Context: an optimization exercise on an open-source flow, tuned for small area, a short achievable clock period and few clock cycles per item. The choices shown serve that exercise and are no tape-out recipe.
At most, simulation tests tie the RTL to the original design; equivalence was not proved.
No functional check of the RTL was part of run 4.
Power is estimated from default activity; no workload was simulated.

==> flow/design.v <==
`default_nettype none
module kalman_filter_mc #(
    parameter int DW    = 13,
    parameter int CH    = 3,
    parameter int CW    = 2,
    parameter int FRAC  = 12,
    parameter int Q_DEF = 1,
    parameter int R_DEF = 64,
    parameter int B     = 3           
) (
    input  logic              clk,
    input  logic              rst_n,
    input  logic              cfg_we,
    input  logic [DW-2:0]     q_cfg,
    input  logic [DW-2:0]     r_cfg,
    input  logic              clr,
    input  logic              in_valid,
    output logic              in_ready,
    input  logic [CW-1:0]     in_ch,
    input  logic signed [DW-1:0] in_data,
    output logic              out_valid,
    output logic [CW-1:0]     out_ch,
    output logic signed [DW-1:0] out_data
);
    localparam int PW  = DW - 1;            
    localparam int KW  = FRAC + 1;          
    localparam int DNW = PW + 2;            
    localparam int NIT = FRAC / B;          
    logic [PW-1:0] r_q, r_r;         
    logic [PW-1:0] r_qe, r_re;       
    logic          r_dirty;          
    logic signed [DW-1:0] r_x  [CH];
    logic [PW-1:0]        r_p  [CH];
    logic [CH-1:0]        r_seeded;
    logic [CH-1:0]        r_kv;         
    logic [KW-1:0]        r_m_k;        
    logic [PW-1:0]        r_m_pn;       
    logic [PW-1:0]        r_m_p;
    logic                 w_m_fx;       
    logic                 r_s_valid;
    logic [CW-1:0]        r_s_ch;
    logic signed [DW-1:0] r_s_z;
    logic                 r_in_ready;
    logic                 r_in_ready_o;     
    logic                 r_out_valid;
    logic [CW-1:0]        r_out_ch;
    logic signed [DW-1:0] r_out_data;
    logic                 r_e_busy;     
    logic                 r_e_mul;      
    logic [CW-1:0]        r_e_ch;
    logic [3:0]           r_e_cnt;
    logic [PW-1:0]        r_e_pf;
    logic [DNW-1:0]       r_e_den;
    logic [DNW-1:0]       r_e_rem;
    logic                 r_e_q12;
    logic [FRAC-1:0]      r_e_q;
    logic                 r_e_dz;       
    logic [CH-1:0]        r_s_oh;       
    logic [CH-1:0]        r_xsel;       
    logic                 r_ksel;       
    logic                 r_zsel;       
    logic                 r_csel;       
    logic                 w_s_seeded, w_s_kv, w_fire;
    logic signed [DW-1:0] w_ma, w_mb, w_msum;
    logic [FRAC-1:0]      w_k;
    logic signed [DW:0]   w_innov;
    logic signed [FRAC+DW+1:0] w_acc;
    always_comb begin
        w_s_seeded = |(r_s_oh & r_seeded);
        w_s_kv     = |(r_s_oh & r_kv);
        w_fire     = r_s_valid && !r_e_mul && (!w_s_seeded || w_s_kv);
        w_mb       = (DW'(r_e_pf) & {DW{r_e_mul}}) | (r_s_z & {DW{r_zsel}});
        w_k        = (r_e_q & {FRAC{r_e_mul}}) | (r_m_k[FRAC-1:0] & {FRAC{r_ksel}});
        for (int c = 0; c < CH; c++) begin
            w_mb    = w_mb | (r_x[c] & {DW{r_xsel[c]}});
        end
        w_ma       = r_s_z & {DW{!r_csel}};
        w_innov    = (DW+1)'(w_ma) - (DW+1)'(w_mb);
        w_acc      = $signed({w_mb, {FRAC{r_csel}}}) + $signed({1'b0, w_k}) * w_innov;
        w_msum     = w_acc[FRAC+DW-1:FRAC];
    end
    logic [DNW-1:0] w_rem [B+1];
    logic [B-1:0]   w_qb;
    logic [DNW:0]   w_t   [B];
    logic           w_e_last;
    logic [FRAC-1:0] w_e_q;
    logic [PW-1:0]  w_e_pn;
    always_comb begin
        w_rem[0] = r_e_rem;
        for (int i = 0; i < B; i++) begin
            w_t[i] = {w_rem[i], 1'b0} - {1'b0, r_e_den};
            w_qb[B-1-i] = !w_t[i][DNW] && !r_e_dz;
            w_rem[i+1]  = w_qb[B-1-i] ? w_t[i][DNW-1:0] : {w_rem[i][DNW-2:0], 1'b0};
        end
        w_e_last = (r_e_cnt == 1);
        w_e_q    = {r_e_q[FRAC-1-B:0], w_qb};
        w_e_pn   = w_msum[PW-1:0] & {PW{!r_e_q12}};
        w_m_fx   = (r_m_pn == r_m_p);
    end
    logic           w_l_go;
    logic [PW-1:0]  w_l_p;
    logic [PW:0]    w_l_psum;
    logic [PW-1:0]  w_l_pf;
    logic [DNW-1:0] w_l_den;
    logic           w_l_r0;
    logic           w_inval;
    logic           w_e_done;
    logic [PW-1:0]  w_e_p;
    logic [CH-1:0]  w_e_oh, w_peq;
    always_comb begin
        w_inval  = r_in_ready && r_dirty;
        w_e_done = r_e_mul;
        w_l_go   = r_s_valid && w_s_seeded && !w_s_kv && !r_e_busy && !r_e_mul && !w_inval;
        w_l_p    = '0;
        w_e_p    = '0;
        for (int c = 0; c < CH; c++) begin
            w_e_oh[c] = (r_e_ch == CW'(c));
            w_l_p = w_l_p | (r_p[c] & {PW{r_s_oh[c]}});
            w_e_p = w_e_p | (r_p[c] & {PW{w_e_oh[c]}});
        end
        for (int c = 0; c < CH; c++)
            w_peq[c] = (r_p[c] == w_e_p);
        w_l_psum = {1'b0, w_l_p} + {1'b0, r_qe};
        w_l_pf   = w_l_psum[PW] ? '1 : w_l_psum[PW-1:0];
        w_l_den  = DNW'(w_l_pf) + DNW'(r_re);
        w_l_r0   = (r_re == '0);
    end
    logic [CH-1:0] w_seeded_n, w_kv_n, w_ok_n;
    logic          w_e_abort, w_e_mul_n;
    always_comb begin
        w_e_abort = w_inval || (w_fire && !w_s_seeded && r_s_ch == r_e_ch);
        w_e_mul_n = r_e_busy && w_e_last && !w_e_abort;
        for (int c = 0; c < CH; c++) begin
            w_seeded_n[c] = r_seeded[c] && !clr;
            w_kv_n[c]     = r_kv[c];
            if (w_e_done)
                w_kv_n[c] = !w_e_abort && w_peq[c];
            if (w_fire && r_s_ch == CW'(c)) begin
                w_seeded_n[c] = 1'b1;
                w_kv_n[c]     = w_s_seeded && w_m_fx;
            end
            if (w_inval)
                w_kv_n[c] = 1'b0;
            w_ok_n[c] = !w_e_mul_n && (!w_seeded_n[c] || w_kv_n[c]);
        end
    end
    logic w_rdy_n, w_rdy_o_n;
    always_comb begin
        if (r_in_ready)
            w_rdy_n = !in_valid || in_ch == 2'd3 || w_ok_n[in_ch];
        else
            w_rdy_n = !r_s_valid || w_fire || w_ok_n[r_s_ch];
        w_rdy_o_n = w_ok_n[r_in_ready ? in_ch : r_s_ch];
        if (r_in_ready ? (!in_valid || in_ch == 2'd3) : (!r_s_valid || w_fire))
            w_rdy_o_n = 1'b1;
    end
    logic [CH-1:0] w_oh_n, w_xsel_n;
    logic          w_k12_n, w_ksel_n;
    always_comb begin
        w_k12_n  = r_e_mul ? r_e_q12 : r_m_k[FRAC];
        w_ksel_n = |(w_oh_n & w_seeded_n) && !w_e_mul_n;
        for (int c = 0; c < CH; c++) begin
            w_oh_n[c]   = r_in_ready ? (in_ch == CW'(c)) : r_s_oh[c];
            w_xsel_n[c] = w_oh_n[c] && w_seeded_n[c] && !w_e_mul_n && !w_k12_n;
        end
    end
    always_ff @(posedge clk or negedge rst_n) begin
        if (!rst_n) begin
            r_qe        <= PW'(Q_DEF);
            r_re        <= PW'(R_DEF);
            r_dirty     <= 1'b0;
            r_seeded    <= '0;
            r_kv        <= '0;
            r_s_valid   <= 1'b0;
            r_in_ready  <= 1'b0;
            r_in_ready_o <= 1'b0;
            r_out_valid <= 1'b0;
            r_e_busy    <= 1'b0;
            r_e_mul     <= 1'b0;
        end else begin
            if (r_in_ready) begin
                if (r_dirty) begin
                    r_qe <= r_q;
                    r_re <= r_r;
                end
                r_dirty <= cfg_we;
            end else if (cfg_we) begin
                r_dirty <= 1'b1;
            end
            r_seeded    <= w_seeded_n;
            r_kv        <= w_kv_n;
            r_out_valid <= w_fire;
            if (r_in_ready)
                r_s_valid <= in_valid && (in_ch != 2'd3);
            else
                r_s_valid <= r_s_valid && !w_fire;
            r_in_ready <= w_rdy_n;
            r_in_ready_o <= w_rdy_o_n;
            if (w_l_go) begin
                r_e_busy <= 1'b1;
                r_e_mul  <= 1'b0;
            end else if (w_e_abort) begin
                r_e_busy <= 1'b0;
                r_e_mul  <= 1'b0;
            end else if (r_e_busy && w_e_last) begin
                r_e_busy <= 1'b0;
                r_e_mul  <= 1'b1;
            end else if (w_e_done) begin
                r_e_mul  <= 1'b0;
            end
        end
    end
    always_ff @(posedge clk) begin
        if (cfg_we) begin
            r_q <= q_cfg;
            r_r <= r_cfg;
        end
        if (r_in_ready) begin
            r_s_z  <= in_data;
            r_s_ch <= in_ch;
        end
        for (int c = 0; c < CH; c++)
            if (w_fire && r_s_oh[c]) begin
                r_x[c] <= w_msum;
                r_p[c] <= w_s_seeded ? r_m_pn : r_re;
            end
        r_out_ch   <= r_s_ch;
        r_out_data <= w_msum;
        r_s_oh     <= w_oh_n;
        r_xsel     <= w_xsel_n;
        r_ksel     <= w_ksel_n;
        r_zsel     <= !w_e_mul_n && !(|w_xsel_n);
        r_csel     <= !(|w_xsel_n);
        if (w_e_done) begin
            r_m_k  <= {r_e_q12, r_e_q};
            r_m_pn <= w_e_pn;
            r_m_p  <= w_e_p;
        end
        if (w_l_go) begin
            r_e_ch  <= r_s_ch;
            r_e_cnt <= 4'(NIT);
            r_e_pf  <= w_l_pf;
            r_e_den <= w_l_den;
            r_e_dz  <= (w_l_den == '0);
            r_e_rem <= w_l_r0 ? '0 : DNW'(w_l_pf);
            r_e_q12 <= w_l_r0 && w_l_pf != '0;
        end else begin
            r_e_cnt <= r_e_cnt - 1'b1;
            r_e_rem <= w_rem[B];
            if (r_e_busy)
                r_e_q <= w_e_q;
        end
    end
    assign in_ready  = r_in_ready_o;
    assign out_valid = r_out_valid;
    assign out_ch    = r_out_ch;
    assign out_data  = r_out_data;
endmodule
`default_nettype wire
==> flow/flow/run.sh <==
#!/bin/bash
set -euo pipefail
bash standard.sh "BUFFER_PORTS_ARGS=-buffer_cell sky130_fd_sc_hd__buf_4" finish > flow_make.log 2>&1
==> flow/standard.sh <==
#!/bin/bash
# synth_recipe.tcl (not shown) runs the flow's synth.tcl, then flattens the netlist and writes it again
# the make line also repeats each setting of config.mk as NAME=value (left out here)
make -C /OpenROAD-flow-scripts/flow DESIGN_CONFIG=/design/flow/config.mk WORK_HOME=/design/flow/orfs CLKGATE_MAP_FILE= SYNTH_SCRIPT=/design/flow/synth_recipe.tcl "${@:-finish}"
==> flow/config.mk <==
export PLATFORM = sky130hd
export DESIGN_NAME = kalman_filter_mc
export DESIGN_NICKNAME = kalman_filter_mc
export VERILOG_FILES = /design/flow/design.v
export SDC_FILE = /design/flow/constraint.sdc
export NUM_CORES = 4
export LEC_CHECK = 0
export CAP_MARGIN = 20
export CORE_MARGIN = 2
export CORE_UTILIZATION = 40
export CTS_CLUSTER_DIAMETER = 300
export CTS_CLUSTER_SIZE = 20
export SLEW_MARGIN = 20
==> flow/constraint.sdc <==
create_clock -name core_clock -period 50.0 [get_ports {clk}]
set_input_delay 10.0000 -clock core_clock [delete_from_list [all_inputs] [get_ports {clk}]]
set_output_delay 10.0000 -clock core_clock [all_outputs]
set_load 0.01 [all_outputs]
==> implementation parameters, run 1 <==
Parameter                              Value

Synth
  Cell area after synthesis ... between 20000 and 25000 um^2
  Number of flops mapped to enable cells by yosys ... 190
  Dominant synthesized flop cell ... sky130_fd_sc_hd__edfxtp_1
  Post-Syn Nets ... around 2300
  Average cell area after synthesis ... ~10 um^2
  Async SR Flop Fraction ... 13.65%
  Post-Syn Instances ... just under 2000
  Post-synthesis register bit count ... between 200 and 300
  Library cells used by synthesis ... around 80
  Syn. warnings ... 5
  Sequential fraction of the synthesis area ... between 30% and 40%

Clock network
  Bufs on Longest Clock Path ... 3
  Number of cells upsized or downsized after cts ... 0
  Reg clk slew, reported paths ... ~0.09 ns
  Maximum level of the CTS H-tree ... 1
  Clock tree from TritonCTS ... built
  Latest clock arrival within the worst-skew pair ... approximately 0.5 ns
  Root cell of the clock tree ... sky130_fd_sc_hd__clkbuf_16
  Setup bufs post-CTS ... 0
  Number of buffers inserted during clock tree synthesis ... 17
  Hold-fix buffer count after cts ... 0
  Clk sink count ... ~270

GRT
  Wire length of the first global-routing pass ... roughly 82000 um
  Pin count of the biggest net entering global routing ... 42
  Number of global-route vias before repair ... roughly 15000
  Remaining global-route overflow ... 0
  Aggregate global-route resource usage ... just under 20%
  Antenna violations before repair ... 1

Job
  Number of violations of the max-capacitance limit ... 0

Detailed routing
  DRC violations left ... 0
  Detailed Route WL ... roughly 52000 um
  Antenna-violating nets left ... 0
  Vias after detailed routing ... 14620
  Avg WL per Cell ... 19.23 um
  Via density per instance ... ~5.4
  First drt pass iteration count ... 5
  1st-iter DRT viols ... between 1000 and 1500

STA
  Final hold viol count ... 0
  Shortest period the worst path allows ... 11.04 ns
  Total count of max-transition violations in the final report ... 0
  Worst Skew ... between 0.02 and 0.025 ns
  RSZ-0062 raised after global routing ... no
  Post-Route Setup TNS ... 0 ns
  Slew of the pin with the lowest slew margin ... 1.136 ns
  Worst max-slew margin expressed relative to the limit ... approximately 24%
  Upper clock frequency limit ... between 90 and 100 MHz
  Final clock period utilization by the worst path ... approximately 22%
  Final setup fails ... 0

Worst setup path
  Classification of the worst setup path ... reg -> out
  Data arrival time at the worst-slack endpoint ... 1.04 ns
  Reg2Reg Depth ... 36
  Ordered cell list for the critical path ... buf_4
  Count of buffer and inverter cells on the critical path ... 1
  Reg2reg setup slack ... 39.14 ns
  Delay of the slowest cell on the worst path ... roughly 0.38 ns
  Crit start category ... register
  Stages on the worst setup path ... 1
  Cell class contributing the biggest share of worst-path delay ... flip-flops
  Crit path max fanout ... 1
  Cell with the largest stage delay on the worst path ... sky130_fd_sc_hd__dfrtp_1
  Crit. End Element ... output port
  Worst Path Required ... 40.00 ns

Floorplan
  Die Outline Area ... 53480 um^2
  Die H ... around 230 um
  Core ar. ... 51200 um^2
  Die width ... 231.3 um
  Ports placed on the boundary ... 61
  Initial cell density of the core ... just over 40%
  Cell row count ... a little over 80

Cells and area
  Combined flip-flop and latch cell area ... 7516 um^2
  Final Instance Count excl. Fillers ... approximately 2700
  Total number of nets in the final design ... between 2000 and 2500
  FILL cells ... between 4000 and 5000
  Commonest cells after routing, fill and taps aside ... sky130_fd_sc_hd__inv_1, sky130_fd_sc_hd__edfxtp_1, sky130_fd_sc_hd__nand2_1
  Area of the multi-input gates ... around 12000 um^2
  Antenna cell count ... 0
  Most frequent standard cell in the layout excluding fill and tap cells ... sky130_fd_sc_hd__inv_1
  Fraction of layout instances using a drive strength above 1 ... 8.325%
  Post-synthesis to final-layout area growth ... 8.116%

Min path
  Type of the worst min-delay path ... reg -> reg
  Cell depth of the worst min-delay path ... 0

Placed design
  Estimated wirelength of the detail-placed design ... 40540 um
  Placed Cells ... about 2700
  RePlAce Congestion ... 0.9144
  Total of buffers placed on input and output ports ... 60

Power and ir drop
  Leakage component of the power ... 9.610 nW
  Power density over the cells ... around 64 nW/um^2
  Max rail drop VDD ... around 37 uV

Status
  Run status ... finished clean
-- logic make-up after synthesis --
logic type / count (synthesis) / share of synthesized area [%]
AO/OA/AOI/OAI: 352 / 11.80
XOR/XNOR: 134 / 5.681
adder cells (fa/ha/maj): 307 / 24.88
buffers and inverters: 338 / 6.274
flip-flops: 271 / 36.38
multiplexers: 71 / 3.713
AND/OR/NAND/NOR: 496 / 11.27
-- path summary, 6_finish.rpt --
path,from,end
setup / recovery,r_in_ready_o,in_ready
hold / removal,r_s_ch[1],r_out_ch[1]
setup reg to reg,r_e_mul,r_m_pn[11]
hold reg to reg,r_s_ch[1],r_out_ch[1]
max in group asynchronous,rst_n,r_re[6]
min in group asynchronous,rst_n,r_in_ready
-- cell type report --
type | instances | share of cell area, %
multi-input cells | 1360 | 53.07
flip-flops and latches | 271 | 33.65
well taps | 680 | 3.809
inverters | 280 | 4.706
clock buffers | 28 | 2.090
clock inverters | 1 | 0.05042
repair buffers | 78 | 2.622
-- stage by stage --
step	area (um^2)	util, %	hold slack, ns	power, mW	worst slack, ns
global route	22340	43.63	0.4805	1.545	38.29
global placement	21860	42.69	0.4425	1.257	38.75
finish	22340	43.63	0.4621	1.427	38.96
CTS	22340	43.63	0.4542	1.429	38.94
detailed placement	21860	42.69	0.4370	1.281	38.72
floorplan	20660	-	0.3848	1.033	39.02
-- metal layers --
metal | global-route usage, % | wire, um | vias up | share of wire [%]
met5 | 0 | 0 | - | 0
met1 | 26.72 | 22780 | 7294 | 44
li1 | - | - | 6807 | -
met4 | 6.835 | 1857 | 0 | 3.6
met3 | 1.759 | 2665 | 82 | 5.1
met2 | 32.30 | 24580 | 439 | 47
-- flip-flops by register name (all words and copies together) (netlist names), 4 cells and up --
register / cells
r_e_pf: 12
r_m_p: 12
r_e_den: 13
r_m_pn: 12
r_x: 39
r_out_data: 13
r_s_z: 13
r_r: 12
r_e_cnt: 4
r_e_rem: 14
r_p: 36
r_e_q: 12
r_qe: 12
r_m_k: 13
r_q: 12
r_re: 12
-- cell usage after synthesis, types with 3 or more instances --
library cell	n	share of area, %
sky130_fd_sc_hd__a22oi_1	24	0.87
sky130_fd_sc_hd__dfrtp_1	35	4.2
sky130_fd_sc_hd__a2111oi_0	3	0.13
sky130_fd_sc_hd__and3_1	9	0.27
sky130_fd_sc_hd__a22o_1	12	0.51
sky130_fd_sc_hd__a21boi_0	4	0.15
sky130_fd_sc_hd__o22ai_1	16	0.48
sky130_fd_sc_hd__or4_1	5	0.18
sky130_fd_sc_hd__fa_1	173	17
sky130_fd_sc_hd__nor2b_1	48	1.5
sky130_fd_sc_hd__mux2i_1	26	1.3
sky130_fd_sc_hd__dfxtp_1	44	4.3
sky130_fd_sc_hd__o31a_1	3	0.13
sky130_fd_sc_hd__a31oi_1	8	0.24
sky130_fd_sc_hd__mux2_2	45	2.5
sky130_fd_sc_hd__edfxtp_1	190	28
sky130_fd_sc_hd__o21bai_1	14	0.51
sky130_fd_sc_hd__xnor2_1	100	4.2
sky130_fd_sc_hd__a211oi_1	11	0.40
sky130_fd_sc_hd__inv_1	279	5.1
sky130_fd_sc_hd__o211ai_1	11	0.40
sky130_fd_sc_hd__clkbuf_1	51	0.93
sky130_fd_sc_hd__or3_1	5	0.15
sky130_fd_sc_hd__a21o_1	25	0.91
sky130_fd_sc_hd__buf_2	3	0.073
sky130_fd_sc_hd__o2bb2ai_1	3	0.13
sky130_fd_sc_hd__and2_1	13	0.39
sky130_fd_sc_hd__nor2_1	133	2.4
sky130_fd_sc_hd__o21a_1	12	0.44
sky130_fd_sc_hd__a21oi_1	77	1.9
sky130_fd_sc_hd__a211o_1	5	0.21
sky130_fd_sc_hd__nor3_1	24	0.58
sky130_fd_sc_hd__or2_2	6	0.18
sky130_fd_sc_hd__nand3_1	17	0.41
sky130_fd_sc_hd__a221oi_1	11	0.47
sky130_fd_sc_hd__nand2_1	177	3.2
sky130_fd_sc_hd__nand4_1	15	0.45
sky130_fd_sc_hd__o21ai_0	55	1.3
sky130_fd_sc_hd__nand2b_1	22	0.67
sky130_fd_sc_hd__nor4_1	12	0.36
sky130_fd_sc_hd__a222oi_1	18	0.87
sky130_fd_sc_hd__xor2_1	34	1.4
sky130_fd_sc_hd__a311o_1	3	0.15
sky130_fd_sc_hd__o21ai_1	7	0.17
sky130_fd_sc_hd__ha_1	134	8.1
-- power by group --
part	leakage (nW)	switching [mW]	internal, mW
registers	2.57	0.0325	0.346
logic	6.81	0.547	0.362
clock network	0.229	0.0749	0.0649
total	9.61	0.655	0.772
Testbench counts, summed over its fixed seeds: cycles 13,630, items 12,000.
==> run 2, diff against run 1 <==
==> flow/flow/run.sh (replaced) <==
#!/bin/bash
set -euo pipefail
bash standard.sh "BUFFER_PORTS_ARGS=-buffer_cell sky130_fd_sc_hd__buf_2" finish > flow_make.log 2>&1
--- a/flow/config.mk
+++ b/flow/config.mk
@@ -9,5 +9,5 @@
 export CORE_MARGIN = 2
 export CORE_UTILIZATION = 40
 export CTS_CLUSTER_DIAMETER = 300
-export CTS_CLUSTER_SIZE = 20
+export CTS_CLUSTER_SIZE = 26
 export SLEW_MARGIN = 20
==> run 2 against run 1 <==
  * Routed wire length hardly changed
  * Final cell count is 0.11% lower
  * Sequential power hardly changed
  * Global-route usage is 0.18 points higher
  * Synthesized area stayed put
  * Die area stayed put
  * First-iteration DRC count is 2.2% lower
  * Power is 0.75% lower
  * Flip-flop and latch count stayed put
  * Via count is 1.4% lower
  * Largest power group unchanged
==> implementation parameters, run 2 <==
Parameter                              Value

Status
  Run status ... finished clean

Worst setup path
  Count of buffer and inverter cells on the critical path ... 1 (unchanged)
  Cell with the largest stage delay on the worst path ... sky130_fd_sc_hd__dfrtp_1
  Crit. End Element ... output port
  Data arrival time at the worst-slack endpoint ... 1.04 ns (about the same)
  Worst Path Required ... 40.00 ns (about the same)
  Crit path max fanout ... 1 (unchanged)
  Cell class contributing the biggest share of worst-path delay ... flip-flops
  Crit start category ... register
  Delay of the slowest cell on the worst path ... 0.40 ns (+0.02 ns)
  Ordered cell list for the critical path ... buf_2
  Classification of the worst setup path ... reg -> out

STA
  Worst max-slew margin expressed relative to the limit ... 33.89% (+9.8 points)
  Total count of max-transition violations in the final report ... 0 (unchanged)
  Upper clock frequency limit ... 90.57 MHz (about the same)
  Final setup fails ... 0 (unchanged)
  Final clock period utilization by the worst path ... 22.08% (about the same)
  RSZ-0062 raised after global routing ... no
  Shortest period the worst path allows ... 11.04 ns (+0.006400 ns)
  Post-Route Setup TNS ... 0 ns (unchanged)
  Final hold viol count ... 0 (unchanged)
  Slew of the pin with the lowest slew margin ... 0.9846 ns (-0.1514 ns)
  Worst Skew ... 0.03079 ns (+0.007868 ns)

GRT
  Pin count of the biggest net entering global routing ... 47 (+12%)
  Number of global-route vias before repair ... 14750 (+1.2%)
  Antenna violations before repair ... 1 (unchanged)
  Wire length of the first global-routing pass ... 82590 um (+0.96%)
  Remaining global-route overflow ... 0 (unchanged)
  Aggregate global-route resource usage ... 19.66% (+0.18 points)

Placed design
  Total of buffers placed on input and output ports ... 60 (unchanged)
  Estimated wirelength of the detail-placed design ... 40780 um (+0.58%)
  RePlAce Congestion ... 0.9438 (+3.2%)

Power and ir drop
  Max rail drop VDD ... 34.79 uV (-5.8%)
  Power density over the cells ... 63.98 nW/um^2 (+0.11%)
  Leakage component of the power ... 9.541 nW (-0.72%)

Synth
  Post-synthesis register bit count ... 271 (unchanged)
  Most frequent cell after synthesis ... sky130_fd_sc_hd__inv_1
  Synth top area share ... 27.62% (unchanged)
  Dominant synthesized flop cell ... sky130_fd_sc_hd__edfxtp_1
  Top cells by area, synth ... sky130_fd_sc_hd__edfxtp_1, sky130_fd_sc_hd__fa_1, sky130_fd_sc_hd__ha_1
  Async SR Flop Fraction ... 13.65% (unchanged)
  Cell area after synthesis ... 20660 um^2 (unchanged)
  Library cells used by synthesis ... 81 (unchanged)
  Post-Syn Nets ... 2320 (unchanged)
  Average cell area after synthesis ... 10.49 um^2 (unchanged)
  Syn. warnings ... 5 (unchanged)
  Sequential fraction of the synthesis area ... 36.38% (unchanged)
  Post-synth top area cell ... sky130_fd_sc_hd__edfxtp_1
  Leading cell types by count after synthesis ... sky130_fd_sc_hd__inv_1, sky130_fd_sc_hd__edfxtp_1, sky130_fd_sc_hd__nand2_1
  Post-Syn Instances ... 1969 (unchanged)
  Number of flops mapped to enable cells by yosys ... 190 (unchanged)

Clock network
  Bufs on Longest Clock Path ... 3 (unchanged)
  Maximum level of the CTS H-tree ... 1 (unchanged)
  Number of cells upsized or downsized after cts ... 0 (unchanged)
  Latest clock arrival within the worst-skew pair ... 0.53 ns (+0.02 ns)
  Clock tree from TritonCTS ... built
  Clk sink count ... 271 (unchanged)
  Reg clk slew, reported paths ... 0.10 ns (about the same)
  Hold-fix buffer count after cts ... 0 (unchanged)
  Setup bufs post-CTS ... 0 (unchanged)
  Number of buffers inserted during clock tree synthesis ... 14 (-3)
  Root cell of the clock tree ... sky130_fd_sc_hd__clkbuf_16

Detailed routing
  Vias after detailed routing ... 14420 (-1.4%)
  Via density per instance ... 5.350 (-1.3%)
  First drt pass iteration count ... 6 (+1)
  Antenna-violating nets left ... 0 (unchanged)
  1st-iter DRT viols ... 1221 (-2.2%)
  DRC violations left ... 0 (unchanged)
  Avg WL per Cell ... 19.24 um (about the same)
  Detailed Route WL ... 51860 um (about the same)

Cells and area
  Post-synthesis to final-layout area growth ... 7.183%
  Largest register FFs ... 39 (unchanged)
  Fraction of layout instances using a drive strength above 1 ... 8.288% (-0.037 points)
  Most frequent standard cell in the layout excluding fill and tap cells ... sky130_fd_sc_hd__inv_1
  Antenna cell count ... 0 (unchanged)
  Area of the multi-input gates ... 11850 um^2 (about the same)
  Core occupancy in the finished layout ... 43.25% (-0.38 points)
  FILL cells ... 4801 (+0.17%)
  Combined flip-flop and latch cell area ... 7516 um^2 (unchanged)
  Total number of nets in the final design ... 2358 (-0.042%)
  Largest registers in the final layout ... r_x (39), r_p (36), r_e_rem (14)
  Commonest cells after routing, fill and taps aside ... sky130_fd_sc_hd__inv_1, sky130_fd_sc_hd__edfxtp_1, sky130_fd_sc_hd__nand2_1
  Top register by number of flip-flops ... r_x

Job
  Number of violations of the max-capacitance limit ... 0 (unchanged)

Floorplan
  Core ar. ... 51200 um^2 (unchanged)
  Cell row count ... 83 (unchanged)
  Ports placed on the boundary ... 61 (unchanged)
  Die width ... 231.3 um (unchanged)
  Die H ... 231.3 um (unchanged)
  Initial cell density of the core ... 40.35% (unchanged)
  Die Outline Area ... 53480 um^2 (unchanged)

Min path
  Type of the worst min-delay path ... reg -> reg
## run 2: cell families (layout without fill, tap and decap cells)
kind of cell / count (synthesis) / count (layout) / share of synthesized area, %
adder cells (fa/ha/maj): 307 / 307 / 24.88
buffers and inverters: 338 / 384 / 6.274
AND/OR/NAND/NOR: 496 / 496 / 11.27
multiplexers: 71 / 71 / 3.713
AO/OA/AOI/OAI: 352 / 352 / 11.80
XOR/XNOR: 134 / 134 / 5.681
flip-flops: 271 / 271 / 36.38
## run 2: power breakdown
| part | internal (mW) | leakage [nW] | total, mW | switching [mW] |
|---|---|---|---|---|
| sequential | 0.346 | 2.57 | 0.378 | 0.0322 |
| clock | 0.0574 | 0.202 | 0.131 | 0.0733 |
| combinational | 0.358 | 6.77 | 0.908 | 0.550 |
| total | 0.761 | 9.54 | 1.42 | 0.655 |
## run 2: metrics by stage
step                      std cells  setup slack, ns  cell area (um^2)  hold WS, ns  power [mW]
after floorplan                1969            39.02             20660       0.3848       1.033
after global placement         2671            38.80             21720       0.4419       1.254
after detailed placement       2671            38.80             21720       0.4518       1.278
after CTS                      2695            38.94             22140       0.4731       1.416
after global routing           2695            38.47             22140       0.4869       1.534
final                          2695            38.96             22140       0.4677       1.417
## run 2: path summary, 6_finish.rpt
check	cells past startpoint	start	endpoint	slack (ns)
max	1	r_in_ready_o	in_ready	38.96
min	0	r_e_q[10]	r_m_k[10]	0.47
max in group asynchronous	1	rst_n	r_e_mul	39.82
min in group asynchronous	1	rst_n	r_out_valid	9.59
min reg2reg	0	r_e_q[10]	r_m_k[10]	0.47
max reg2reg	30	r_e_mul	r_m_pn[11]	39.46
## run 2: layer usage
metal | up-vias | wire length [um] | global-route usage (%)
met1 | 7168 | 23160 | 26.76
li1 | 6807 | - | -
met5 | - | 0 | 0
met2 | 364 | 24670 | 32.88
met4 | 0 | 1803 | 6.673
met3 | 78 | 2221 | 1.882
## run 2: layout make-up
type,instances,area share (%)
clock inverters,1,0.07346
flip-flops and latches,271,33.94
multi-input cells,1360,53.53
well taps,680,3.842
repair buffers,80,2.034
inverters,280,4.747
clock buffers,23,1.831
==> run 3, diff against run 2 <==
--- a/flow/config.mk
+++ b/flow/config.mk
@@ -9,5 +9,5 @@
 export CORE_MARGIN = 2
 export CORE_UTILIZATION = 40
 export CTS_CLUSTER_DIAMETER = 300
-export CTS_CLUSTER_SIZE = 26
+export CTS_CLUSTER_SIZE = 20
 export SLEW_MARGIN = 20
==> run 3 against run 2 <==
  * Still clean
  * Sequential power is essentially flat
  * Design area is 0.25% higher
  * Critical endpoint unchanged
  * Hold slack worse by 0.0018 ns
  * Combinational power about the same
  * Flip-flop and latch count did not move
  * Sequential share of layout area down 0.086 points
  * Synthesized cell count did not move
  * Critical path type unchanged
  * Via count about the same
  * Power is 0.62% higher
  * Die area is the same
==> implementation parameters, run 3 <==
Parameter                              Value

STA
  RSZ-0062 raised after global routing ... no
  Final clock period utilization by the worst path ... 22.10% (about the same)
  Upper clock frequency limit ... 90.50 MHz (about the same)
  Worst max-slew margin expressed relative to the limit ... 33.15% (-0.73 points)
  Total count of max-transition violations in the final report ... 0 (unchanged)
  Hold WS ... 0.4659 ns (-0.001806 ns)
  Slew of the pin with the lowest slew margin ... 0.9956 ns (+0.01094 ns)
  Final hold viol count ... 0 (unchanged)
  Post-Route Setup TNS ... 0 ns (unchanged)
  Shortest period the worst path allows ... 11.05 ns (+0.007700 ns)
  Final setup fails ... 0 (unchanged)
  Worst Skew ... 0.03275 ns (+0.001959 ns)

Worst setup path
  Crit. End Element ... output port
  Crit start category ... register
  Count of buffer and inverter cells on the critical path ... 1 (unchanged)
  Worst Path Required ... 40.00 ns (about the same)
  Crit path max fanout ... 1 (unchanged)
  Cell with the largest stage delay on the worst path ... sky130_fd_sc_hd__dfrtp_1
  Ordered cell list for the critical path ... buf_2
  Classification of the worst setup path ... reg -> out
  Data arrival time at the worst-slack endpoint ... 1.05 ns (about the same)
  Cell class contributing the biggest share of worst-path delay ... flip-flops
  Delay of the slowest cell on the worst path ... 0.39 ns (about the same)

Cells and area
  Total number of nets in the final design ... 2361 (+0.13%)
  Largest register FFs ... 39 (unchanged)
  Antenna cell count ... 0 (unchanged)
  Area of the multi-input gates ... 11850 um^2 (unchanged)
  Post-synthesis to final-layout area growth ... 7.456%
  Commonest cells after routing, fill and taps aside ... sky130_fd_sc_hd__inv_1, sky130_fd_sc_hd__edfxtp_1, sky130_fd_sc_hd__nand2_1
  Most frequent standard cell in the layout excluding fill and tap cells ... sky130_fd_sc_hd__inv_1
  Top register by number of flip-flops ... r_x
  Fraction of layout instances using a drive strength above 1 ... 8.366% (+0.078 points)
  Largest registers in the final layout ... r_x (39), r_p (36), r_e_rem (14)
  Final Instance Count excl. Fillers ... 2700 (+0.19%)
  FILL cells ... 4805 (+0.083%)
  Core occupancy in the finished layout ... 43.36% (+0.11 points)
  Combined flip-flop and latch cell area ... 7516 um^2 (unchanged)

Synth
  Most frequent cell after synthesis ... sky130_fd_sc_hd__inv_1
  Post-synthesis register bit count ... 271 (unchanged)
  Leading cell types by count after synthesis ... sky130_fd_sc_hd__inv_1, sky130_fd_sc_hd__edfxtp_1, sky130_fd_sc_hd__nand2_1
  Synth top area share ... 27.62% (unchanged)
  Post-Syn Nets ... 2320 (unchanged)
  Async SR Flop Fraction ... 13.65% (unchanged)
  Syn. warnings ... 5 (unchanged)
  Library cells used by synthesis ... 81 (unchanged)
  Dominant synthesized flop cell ... sky130_fd_sc_hd__edfxtp_1
  Post-synth top area cell ... sky130_fd_sc_hd__edfxtp_1
  Sequential fraction of the synthesis area ... 36.38% (unchanged)
  Number of flops mapped to enable cells by yosys ... 190 (unchanged)
  Cell area after synthesis ... 20660 um^2 (unchanged)
  Average cell area after synthesis ... 10.49 um^2 (unchanged)
  Post-Syn Instances ... 1969 (unchanged)
  Top cells by area, synth ... sky130_fd_sc_hd__edfxtp_1, sky130_fd_sc_hd__fa_1, sky130_fd_sc_hd__ha_1

Clock network
  Root cell of the clock tree ... sky130_fd_sc_hd__clkbuf_16
  Clock tree from TritonCTS ... built
  Reg clk slew, reported paths ... 0.09 ns (about the same)
  Latest clock arrival within the worst-skew pair ... 0.53 ns (about the same)
  Setup bufs post-CTS ... 0 (unchanged)
  Maximum level of the CTS H-tree ... 1 (unchanged)
  Hold-fix buffer count after cts ... 0 (unchanged)
  Number of buffers inserted during clock tree synthesis ... 17 (+3)
  Number of cells upsized or downsized after cts ... 0 (unchanged)
  Clk sink count ... 271 (unchanged)
  Bufs on Longest Clock Path ... 3 (unchanged)

Detailed routing
  1st-iter DRT viols ... 1129 (-7.5%)
  Detailed Route WL ... 51690 um (-0.32%)
  Avg WL per Cell ... 19.15 um (-0.50%)
  First drt pass iteration count ... 6 (unchanged)
  DRC violations left ... 0 (unchanged)
  Via density per instance ... 5.336 (-0.26%)
  Vias after detailed routing ... 14410 (-0.076%)
  Antenna-violating nets left ... 0 (unchanged)

Floorplan
  Core ar. ... 51200 um^2 (unchanged)
  Initial cell density of the core ... 40.35% (unchanged)
  Die Outline Area ... 53480 um^2 (unchanged)
  Die H ... 231.3 um (unchanged)
  Ports placed on the boundary ... 61 (unchanged)
  Die width ... 231.3 um (unchanged)
  Cell row count ... 83 (unchanged)

Status
  Run status ... finished clean

Power and ir drop
  Leakage component of the power ... 9.567 nW (+0.28%)
  Power density over the cells ... 64.21 nW/um^2 (+0.36%)
  Max rail drop VDD ... 34.81 uV (about the same)

Placed design
  Placed Cells ... 2671 (unchanged)
  RePlAce Congestion ... 0.9438 (unchanged)
  Estimated wirelength of the detail-placed design ... 40780 um (unchanged)
  Total of buffers placed on input and output ports ... 60 (unchanged)

Min path
  Type of the worst min-delay path ... reg -> reg

Job
  Number of violations of the max-capacitance limit ... 0 (unchanged)

GRT
  Pin count of the biggest net entering global routing ... 47 (unchanged)
  Wire length of the first global-routing pass ... 82610 um (about the same)
  Remaining global-route overflow ... 0 (unchanged)
  Antenna violations before repair ... 1 (unchanged)
  Number of global-route vias before repair ... 14780 (+0.20%)
  Aggregate global-route resource usage ... 19.67% (about the same)
run 3: cell count changes in the layout (fill, tap and decap cells not counted), sizes merged:
cell / previous run / this run
clkbuf: 23 / 28
run 3: report_power, final:
part           internal [mW]  switching [mW]  leakage [nW]
Clock                 0.0648          0.0746         0.229
Sequential             0.346          0.0321          2.57
Combinational          0.358           0.550          6.77
Total                  0.769           0.657          9.57
run 3: final cells by class:
class                      instances  area share (%)
timing repair buffer              80           2.029
inverter                         280           4.735
multi-input combinational       1360           53.39
clock buffer                      28           2.102
tap                              680           3.833
sequential                       271           33.86
clock inverter                     1         0.05073
run 3: worst paths after layout:
kind | from | endpoint | slack, ns | cells past startpoint
worst max-delay path | r_in_ready_o | in_ready | 38.95 | 1
worst min-delay path | r_q[3] | r_qe[3] | 0.47 | 1
worst max register to register | r_e_mul | r_m_pn[11] | 39.40 | 30
worst min register to register | r_q[3] | r_qe[3] | 0.47 | 1
max in group asynchronous | rst_n | r_e_mul | 39.84 | 1
min in group asynchronous | rst_n | r_out_valid | 9.58 | 1
run 3: worst reg2reg max path, delay by kind of cell (launching register included):
kind | cells | cell delay (ns)
simple gates | 2 | 0.40
buf+inv | 2 | 0.12
fa+ha+maj | 8 | 3.84
compound gates | 16 | 4.35
xor+xnor | 2 | 1.00
flops | 1 | 0.68
run 3: routing by layer:
metal  vias up  share of wire (%)  global-route usage, %
met3        74                4.2                  1.686
met2       377                 47                  33.13
met5         -                  0                      0
li1       6813                  -                      -
met4         0                3.6                  7.036
met1      7142                 45                  26.58
run 3: cells by family after synthesis:
family | synth area share (%)
and+or+nand+nor | 11.27
AOI/OAI and AO/OA | 11.80
buffers and inverters | 6.274
adders and majority gates | 24.88
DFF | 36.38
xor gates and xnor gates | 5.681
muxes | 3.713
run 3: per-stage QoR:
stage | setup slack, ns | cell area (um^2) | power, mW
finish | 38.95 | 22200 | 1.425
floorplan | 39.02 | 20660 | 1.033
detailed placement | 38.80 | 21720 | 1.278
global route | 38.47 | 22200 | 1.542
CTS | 38.93 | 22200 | 1.426
global placement | 38.80 | 21720 | 1.254
==> run 4, diff against run 3 <==
--- a/flow/design.v
+++ b/flow/design.v
@@ -97,7 +97,7 @@
         w_e_pn   = w_msum[PW-1:0] & {PW{!r_e_q12}};
         w_m_fx   = (r_m_pn == r_m_p);
     end
-    logic           w_l_go;
+    logic           w_l_go, w_l_spec, w_l_pre;
     logic [PW-1:0]  w_l_p;
     logic [PW:0]    w_l_psum;
     logic [PW-1:0]  w_l_pf;
@@ -110,16 +110,20 @@
     always_comb begin
         w_inval  = r_in_ready && r_dirty;
         w_e_done = r_e_mul;
-        w_l_go   = r_s_valid && w_s_seeded && !w_s_kv && !r_e_busy && !r_e_mul && !w_inval;
+        w_l_pre  = r_s_valid && w_s_seeded && !w_s_kv && r_e_busy && r_e_ch != r_s_ch && !w_inval;
+        w_l_spec = w_fire && w_s_seeded && !w_m_fx && !r_e_busy && !w_inval;
+        w_l_go   = (r_s_valid && w_s_seeded && !w_s_kv && !r_e_busy && !r_e_mul && !w_inval)
+                   || w_l_pre || w_l_spec;
         w_l_p    = '0;
         w_e_p    = '0;
         for (int c = 0; c < CH; c++) begin
             w_e_oh[c] = (r_e_ch == CW'(c));
-            w_l_p = w_l_p | (r_p[c] & {PW{r_s_oh[c]}});
+            w_l_p = w_l_p | (r_p[c] & {PW{r_s_oh[c] && !w_l_spec}});
             w_e_p = w_e_p | (r_p[c] & {PW{w_e_oh[c]}});
         end
         for (int c = 0; c < CH; c++)
             w_peq[c] = (r_p[c] == w_e_p);
+        w_l_p    = w_l_p | (r_m_pn & {PW{w_l_spec}});
         w_l_psum = {1'b0, w_l_p} + {1'b0, r_qe};
         w_l_pf   = w_l_psum[PW] ? '1 : w_l_psum[PW-1:0];
         w_l_den  = DNW'(w_l_pf) + DNW'(r_re);
@@ -128,7 +132,7 @@
     logic [CH-1:0] w_seeded_n, w_kv_n, w_ok_n;
     logic          w_e_abort, w_e_mul_n;
     always_comb begin
-        w_e_abort = w_inval || (w_fire && !w_s_seeded && r_s_ch == r_e_ch);
+        w_e_abort = w_inval || w_l_pre || (w_fire && !w_s_seeded && r_s_ch == r_e_ch);
         w_e_mul_n = r_e_busy && w_e_last && !w_e_abort;
         for (int c = 0; c < CH; c++) begin
             w_seeded_n[c] = r_seeded[c] && !clr;
==> run 4 against run 3 <==
  * Combinational power fell by 9.3%
  * Fmax fell by 1.4%
  * Highest routed layer unchanged
  * Synthesized area rose by 0.42%
  * Still clean on timing, DRC and antenna
  * Routed wire length rose by 2.8%
  * Via count rose by 2.2%
  * Largest cell class unchanged
==> implementation parameters, run 4 <==
Parameter                              Value

Synth
  Dominant synthesized flop cell ... sky130_fd_sc_hd__edfxtp_1
  Leading cell types by count after synthesis ... sky130_fd_sc_hd__inv_1, sky130_fd_sc_hd__nand2_1, sky130_fd_sc_hd__edfxtp_1
  Average cell area after synthesis ... 10.38 um^2 (-1.0%)
  Cell area after synthesis ... 20740 um^2 (+0.42%)
  Number of flops mapped to enable cells by yosys ... 190 (unchanged)
  Syn. warnings ... 5 (unchanged)
  Sequential fraction of the synthesis area ... 36.22% (-0.15 points)
  Post-synthesis register bit count ... 271 (unchanged)
  Post-synth top area cell ... sky130_fd_sc_hd__edfxtp_1
  Library cells used by synthesis ... 86 (+6.2%)
  Post-Syn Instances ... 1998 (+1.5%)
  Top cells by area, synth ... sky130_fd_sc_hd__edfxtp_1, sky130_fd_sc_hd__fa_1, sky130_fd_sc_hd__ha_1
  Post-Syn Nets ... 2349 (+1.3%)
  Async SR Flop Fraction ... 13.65% (unchanged)
  Most frequent cell after synthesis ... sky130_fd_sc_hd__inv_1
  Synth top area share ... 27.50% (-0.11 points)

STA
  Worst Skew ... 0.03022 ns (-0.002524 ns)
  Post-Route Setup TNS ... 0 ns (unchanged)
  Final setup fails ... 0 (unchanged)
  Slew of the pin with the lowest slew margin ... 1.104 ns (+0.1088 ns)
  Final clock period utilization by the worst path ... 22.41% (+0.31 points)
  Worst max-slew margin expressed relative to the limit ... 26.22% (-6.9 points)
  Total count of max-transition violations in the final report ... 0 (unchanged)
  Final hold viol count ... 0 (unchanged)
  RSZ-0062 raised after global routing ... no
  Shortest period the worst path allows ... 11.20 ns (+0.1532 ns)
  Upper clock frequency limit ... 89.27 MHz (-1.4%)

Clock network
  Number of buffers inserted during clock tree synthesis ... 17 (unchanged)
  Clock tree from TritonCTS ... built
  Setup bufs post-CTS ... 0 (unchanged)
  Bufs on Longest Clock Path ... 3 (unchanged)
  Maximum level of the CTS H-tree ... 1 (unchanged)
  Latest clock arrival within the worst-skew pair ... 0.52 ns (about the same)
  Hold-fix buffer count after cts ... 0 (unchanged)
  Clk sink count ... 271 (unchanged)
  Number of cells upsized or downsized after cts ... 0 (unchanged)
  Reg clk slew, reported paths ... 0.10 ns (about the same)
  Root cell of the clock tree ... sky130_fd_sc_hd__clkbuf_16

Detailed routing
  1st-iter DRT viols ... 1108 (-1.9%)
  Detailed Route WL ... 53150 um (+2.8%)
  First drt pass iteration count ... 6 (unchanged)
  Vias after detailed routing ... 14720 (+2.2%)
  Via density per instance ... 5.389 (+0.99%)
  Avg WL per Cell ... 19.46 um (+1.6%)
  DRC violations left ... 0 (unchanged)
  Antenna-violating nets left ... 0 (unchanged)

Cells and area
  Most frequent standard cell in the layout excluding fill and tap cells ... sky130_fd_sc_hd__inv_1
  Antenna cell count ... 0 (unchanged)
  Commonest cells after routing, fill and taps aside ... sky130_fd_sc_hd__inv_1, sky130_fd_sc_hd__nand2_1, sky130_fd_sc_hd__edfxtp_1
  Fraction of layout instances using a drive strength above 1 ... 8.581% (+0.21 points)
  Combined flip-flop and latch cell area ... 7516 um^2 (unchanged)
  Top register by number of flip-flops ... r_x
  Area of the multi-input gates ... 12040 um^2 (+1.6%)
  Largest register FFs ... 39 (unchanged)
  Total number of nets in the final design ... 2392 (+1.3%)
  FILL cells ... 4916 (+2.3%)
  Final Instance Count excl. Fillers ... 2731 (+1.1%)
  Largest registers in the final layout ... r_x (39), r_p (36), r_e_rem (14)
  Post-synthesis to final-layout area growth ... 7.606%

Placed design
  Total of buffers placed on input and output ports ... 60 (unchanged)
  RePlAce Congestion ... 0.8930 (-5.4%)
  Estimated wirelength of the detail-placed design ... 41830 um (+2.6%)
  Placed Cells ... 2702 (+1.2%)

Worst setup path
  Crit start category ... register
  Crit. End Element ... register
  Cell with the largest stage delay on the worst path ... sky130_fd_sc_hd__dfxtp_1
  Reg2Reg Depth ... 35 (+17%)
  Reg2Reg Capture Point ... r_m_pn[11]
  Delay of the slowest cell on the worst path ... 0.88 ns (+0.49 ns)
  Crit path max fanout ... 19 (+18)
  Classification of the worst setup path ... reg -> reg
  Reg2reg setup slack ... 38.80 ns (-0.60 ns)
  Worst Path Required ... 50.35 ns (+10.35 ns)
  Data arrival time at the worst-slack endpoint ... 11.56 ns (+10.51 ns)
  Beginning of the worst register-to-register path ... r_csel
  Crit-path most repeated cell ... sky130_fd_sc_hd__fa_1

Job
  Number of violations of the max-capacitance limit ... 0 (unchanged)

GRT
  Number of global-route vias before repair ... 14960 (+1.2%)
  Remaining global-route overflow ... 0 (unchanged)
  Antenna violations before repair ... 3 (+2)
  Aggregate global-route resource usage ... 20.11% (+0.43 points)
  Wire length of the first global-routing pass ... 84080 um (+1.8%)
  Pin count of the biggest net entering global routing ... 47 (unchanged)

Min path
  Cell depth of the worst min-delay path ... 0 (-1)
  Type of the worst min-delay path ... reg -> reg
  Source of the worst hold timing path ... r_e_q[10]
  End of the worst hold path ... r_m_k[10]

Floorplan
  Core ar. ... 51300 um^2 (+0.20%)
  Cell row count ... 83 (unchanged)
  Ports placed on the boundary ... 61 (unchanged)
  Initial cell density of the core ... 40.44% (+0.087 points)
  Die width ... 231.7 um (+0.20%)
  Die H ... 231.7 um (+0.20%)
  Die Outline Area ... 53700 um^2 (+0.41%)

Power and ir drop
  Power density over the cells ... 60.68 nW/um^2 (-5.5%)
  Max rail drop VDD ... 32.11 uV (-7.8%)
  Leakage component of the power ... 9.419 nW (-1.6%)

Status
  Run status ... finished clean
-- run 4: cell count changes after synthesis, sizes merged, moves of 6 or more --
cell | before | now
inv | 279 | 257
nand2 | 177 | 199
nor2 | 133 | 147
a21o | 25 | 12
xnor2 | 100 | 87
o21ai | 63 | 75
nor4 | 13 | 24
xor2 | 34 | 45
o22ai | 16 | 7
mux2 | 45 | 38
or2 | 7 | 14
or4 | 5 | 11
-- run 4: logic make-up after synthesis --
family	count (synthesis)	synth area share [%]
buf+inv	317	5.826
flops	271	36.22
fa+ha+maj	309	24.87
xor+xnor	132	5.573
mux	64	3.317
simple gates	560	12.80
compound gates	345	11.39
-- run 4: worst max path at each step --
stage | startpoint | endpoint | slack (ns) | cells past startpoint
final | r_csel | r_m_pn[11] | 38.80 | 35
after global routing | r_csel | r_m_pn[11] | 37.95 | 35
after CTS | r_csel | r_m_pn[11] | 38.72 | 35
after detailed placement | clr | r_zsel | 38.53 | 7
after global placement | clr | r_zsel | 38.52 | 7
after floorplan | clr | r_zsel | 38.98 | 6
-- run 4: layout make-up --
class / instances / area share (%)
clock inverters: 1 / 0.05045
clock buffers: 28 / 2.091
multi-input cells: 1410 / 53.92
flip-flops and latches: 271 / 33.67
well taps: 680 / 3.811
inverters: 258 / 4.338
repair buffers: 83 / 2.119
-- run 4: worst max-delay path, delay by kind of cell (launching register included) --
| family | cells | cell delay (ns) |
|---|---|---|
| AOI/OAI and AO/OA | 12 | 2.77 |
| DFF | 1 | 0.88 |
| adders and majority gates | 11 | 4.72 |
| and+or+nand+nor | 5 | 1.10 |
| xor gates and xnor gates | 1 | 0.41 |
| buffers and inverters | 6 | 1.12 |
-- run 4: stage by stage --
| stage | utilization, % | cell area [um^2] | power [mW] | hold WS (ns) | setup slack, ns |
|---|---|---|---|---|---|
| global route | 43.51 | 22320 | 1.472 | 0.4715 | 37.95 |
| floorplan | - | 20740 | 0.9754 | 0.3848 | 38.98 |
| CTS | 43.51 | 22320 | 1.362 | 0.4618 | 38.72 |
| finish | 43.51 | 22320 | 1.354 | 0.4586 | 38.80 |
| detailed placement | 42.58 | 21840 | 1.214 | 0.4384 | 38.53 |
| global placement | 42.58 | 21840 | 1.197 | 0.4357 | 38.52 |
-- run 4: report_power, final --
group,internal [mW],switching (mW)
sequential,0.355,0.0361
clock,0.0649,0.0746
combinational,0.323,0.501
total,0.743,0.611
-- run 4: routing by layer --
layer	routed length [um]	up-vias	global-route usage, %	share of wire [%]
met5	0	-	0	0
met4	1901	0	6.791	3.6
met3	2736	90	1.916	5.1
met2	24950	451	33.60	47
met1	23560	7231	27.42	44
li1	-	6944	-	-

[what the ideal ports hide]
The results above use ideal ports. As a check the final layouts listed here were re-extracted and re-timed, cells and wires unchanged.
Step 1 (the two cells are an assumption about what drives the block):
set clk [get_ports {clk}]
set_driving_cell -lib_cell sky130_fd_sc_hd__clkbuf_16 $clk
set_driving_cell -lib_cell sky130_fd_sc_hd__buf_2 [delete_from_list [all_inputs] $clk]
Step 2, shift: input delay + t, output delay - t, t = (earliest + latest rising clock arrival at the registers) / 2. This alone moves slack from input paths to output paths.
Slacks: ideal / step 1 / step 2; pairs: ideal / step 1.
run | t (ns) | setup WS [ns] | worst setup path after step 2 | worst register clock-pin slew, ns | worst data-port slew with drivers (ns)
run 1 | 0.551 | 38.965 / 38.915 / 38.720 | input to register | 0.09 / 0.09 | 0.05
run 2 | 0.553 | 38.958 / 38.911 / 38.786 | input to register | 0.12 / 0.12 | 0.04
run 3 | 0.562 | 38.951 / 38.899 / 38.781 | input to register | 0.09 / 0.09 | 0.05
run 4 | 0.556 | 38.797 / 38.797 / 38.429 | input to register | 0.10 / 0.10 | 0.05
After both steps setup and hold are still met in every run listed. The setup slack of run 4, which loses most, moves by 0.000 ns with the drivers and by -0.368 ns with both steps.
